Source: an optimization exercise on an open RTL-to-GDS flow (aim: small area). Production flows keep margins and buffers that such runs may drop. The RTL was checked by simulation tests, not by an equivalence proof against the original design. Power is estimated from default activity; no workload was simulated.

Setup of red:
Design harmonic_comb_energy, start of the top module:
module harmonic_comb_energy #(
    parameter int NUM_HARMONICS = hce_pkg::DEF_NUM_HARMONICS,
    parameter int MAX_BINS      = hce_pkg::DEF_MAX_BINS
) (
    input  logic                              i_clk,
    input  logic                              i_rst_n,
    input  logic                              i_s_tvalid,
    output logic                              o_s_tready,
    input  logic [hce_pkg::S_TDATA_W-1:0]     i_s_tdata,
    input  logic                              i_s_tlast,
    output logic                              o_m_tvalid,
    input  logic                              i_m_tready,
    output logic [hce_pkg::M_TDATA_W-1:0]     o_m_tdata,
    input  logic                              i_cfg_we,
    input  logic [hce_pkg::CFG_IDX_W-1:0]     i_cfg_idx,
    input  logic [hce_pkg::CFG_DATA_W-1:0]    i_cfg_data
);
Settings: LEC_CHECK=0, ABC_AREA=1, CAP_MARGIN=20, CORE_MARGIN=2, CORE_UTILIZATION=40, CTS_CLUSTER_DIAMETER=115, CTS_CLUSTER_SIZE=30, SLEW_MARGIN=20; clock period 10.0 ns.
standard.sh (not shown) runs the stock make flow with config.mk's settings and CLKGATE_MAP_FILE= SYNTH_SCRIPT=/design/flow/synth_recipe.tcl, a recipe that flattens the netlist after the stock synthesis.
==> flow/flow/run.sh <==
#!/bin/bash
# Standard layout, with the port buffers made from the smallest buffer cell.
set -e
export BUFFER_PORTS_ARGS="-buffer_cell sky130_fd_sc_hd__buf_1"
bash standard.sh finish > standard.log 2>&1
Edits applied to the flow inputs when going from red to blue:
- CTS_CLUSTER_SIZE changed from 30 to 26
- CTS_CLUSTER_DIAMETER changed from 115 to 100
- SLEW_MARGIN changed from 20 to 5
- CAP_MARGIN changed from 20 to 5
### Flow results
- Total power for blue: 2.0% up relative to red
- Re share of the cycle needed by the critical path after routing: red and blue aren't equal, and the lower value belongs to blue.
- blue completed; timing, DRC and antenna clean
- Per the comparison of blue with red, sum of routed wire length over all layers now sits lower, layout-stage area growth over the synthesis result now sits higher.


harmonic_comb_energy, a different RTL version from the one above (not shown whole).
For scale: about 3100 cells after synthesis, ~250 flip-flops.
Settings: LEC_CHECK=0, ABC_AREA=1, CAP_MARGIN=20, CORE_MARGIN=2, CORE_UTILIZATION=55, SLEW_MARGIN=20; clock period 10.0 ns.
Scripts as last shown in full above: flow/flow/run.sh
Next try:
--- a/flow/config.mk
+++ b/flow/config.mk
@@ -9,4 +9,6 @@
 export CAP_MARGIN = 20
 export CORE_MARGIN = 2
-export CORE_UTILIZATION = 55
+export CORE_UTILIZATION = 40
+export CTS_CLUSTER_DIAMETER = 80
+export CTS_CLUSTER_SIZE = 20
 export SLEW_MARGIN = 20
Result:
- routed wire length went down by 3.8%
- total power falls by 5.5%
- worst setup slack is worse by 0.023 ns
- design area is about the same


harmonic_comb_energy with an RTL version that a note above also has.
For scale: about 3000 cells after synthesis, roughly 250 flip-flops, about 97 I/O pins, about 24000 µm² of cells after synthesis.
==> flow/config.mk <==
export PLATFORM = sky130hd
export DESIGN_NAME = harmonic_comb_energy
export DESIGN_NICKNAME = harmonic_comb_energy
export VERILOG_FILES = /design/flow/design.v
export SDC_FILE = /design/flow/constraint.sdc
export NUM_CORES = 4
export LEC_CHECK = 0
export ABC_AREA = 1
export CAP_MARGIN = 20
export CORE_MARGIN = 2
export CORE_UTILIZATION = 40
export CTS_CLUSTER_DIAMETER = 80
export CTS_CLUSTER_SIZE = 20
export SLEW_MARGIN = 20
==> flow/constraint.sdc <==
create_clock -name core_clock -period 10.0 [get_ports {i_clk}]
set_input_delay 2.0000 -clock core_clock [delete_from_list [all_inputs] [get_ports {i_clk}]]
set_output_delay 2.0000 -clock core_clock [all_outputs]
set_load 0.01 [all_outputs]
Scripts as last shown in full above: flow/flow/run.sh
The starting point completed with no timing, DRC or antenna violations.
Change:
--- a/flow/config.mk
+++ b/flow/config.mk
@@ -12,2 +12,2 @@
-export CTS_CLUSTER_DIAMETER = 80
-export CTS_CLUSTER_SIZE = 20
+export CTS_CLUSTER_DIAMETER = 100
+export CTS_CLUSTER_SIZE = 26
The changed run finished with timing, DRC and antenna clean.
Sequential share of layout area came out higher by 0.16 points.
Critical path depth decreases by 5.
Power goes down by 2.4%.
Register-to-register slack degrades by 0.02 ns.
Change:
--- a/flow/config.mk
+++ b/flow/config.mk
@@ -13,0 +14 @@
+export GPL_TIMING_DRIVEN = 0
=>
- first-iteration DRC count climbs by roughly a tenth
- cell count grows by a few percent
- global-route usage goes up by 4.8 points
- count of clock-buffer cells in the layout drops by 2
- via count rose by a few percent
- fmax falls slightly
- worst setup slack degrades by 0.16 ns
- sequential power rises by a few percent
- die area stays the same

==> static timing again, ports no longer ideal <==
Ports are ideal in the flow. The routed layouts listed here were re-timed in OpenROAD.
Step 1 assumes that a clkbuf_16 drives the clock port and a buf_2 every other input.
Step 2 adds t to the input delays and takes it off the output delays; t is the mean of the earliest and latest rising clock arrival at the registers after step 1. Input paths then give back, and output paths get back, about the clock's delay inside the block.
Slacks: ideal ports / drivers / drivers and shift; pairs: ideal ports / drivers.
| run | t (ns) | setup slack, ns | latest minus earliest clock arrival (ns) | slew at the worst register clock pin (ns) | pins driven straight from the clock port |
|---|---|---|---|---|---|
| red | 0.597 | 0.371 / 0.371 / 0.371 | 0.032 / 0.033 | 0.12 / 0.12 | 1 |
| blue | 0.605 | 0.392 / 0.392 / 0.392 | 0.044 / 0.044 | 0.11 / 0.11 | 1 |
| the first run of note 2 | 0.662 | 0.491 / 0.491 / 0.491 | 0.018 / 0.018 | 0.07 / 0.07 | 1 |
| the second run of note 2 | 0.640 | 0.469 / 0.469 / 0.469 | 0.032 / 0.032 | 0.09 / 0.09 | 1 |
| the first run of note 3 | 0.639 | 0.444 / 0.444 / 0.444 | 0.054 / 0.054 | 0.08 / 0.08 | 1 |
| the second run of note 3 | 0.611 | 0.429 / 0.429 / 0.429 | 0.040 / 0.039 | 0.10 / 0.10 | 1 |
| the third run of note 3 | 0.597 | 0.265 / 0.265 / 0.265 | 0.029 / 0.029 | 0.11 / 0.11 | 1 |
After both steps every run listed still meets setup and hold.
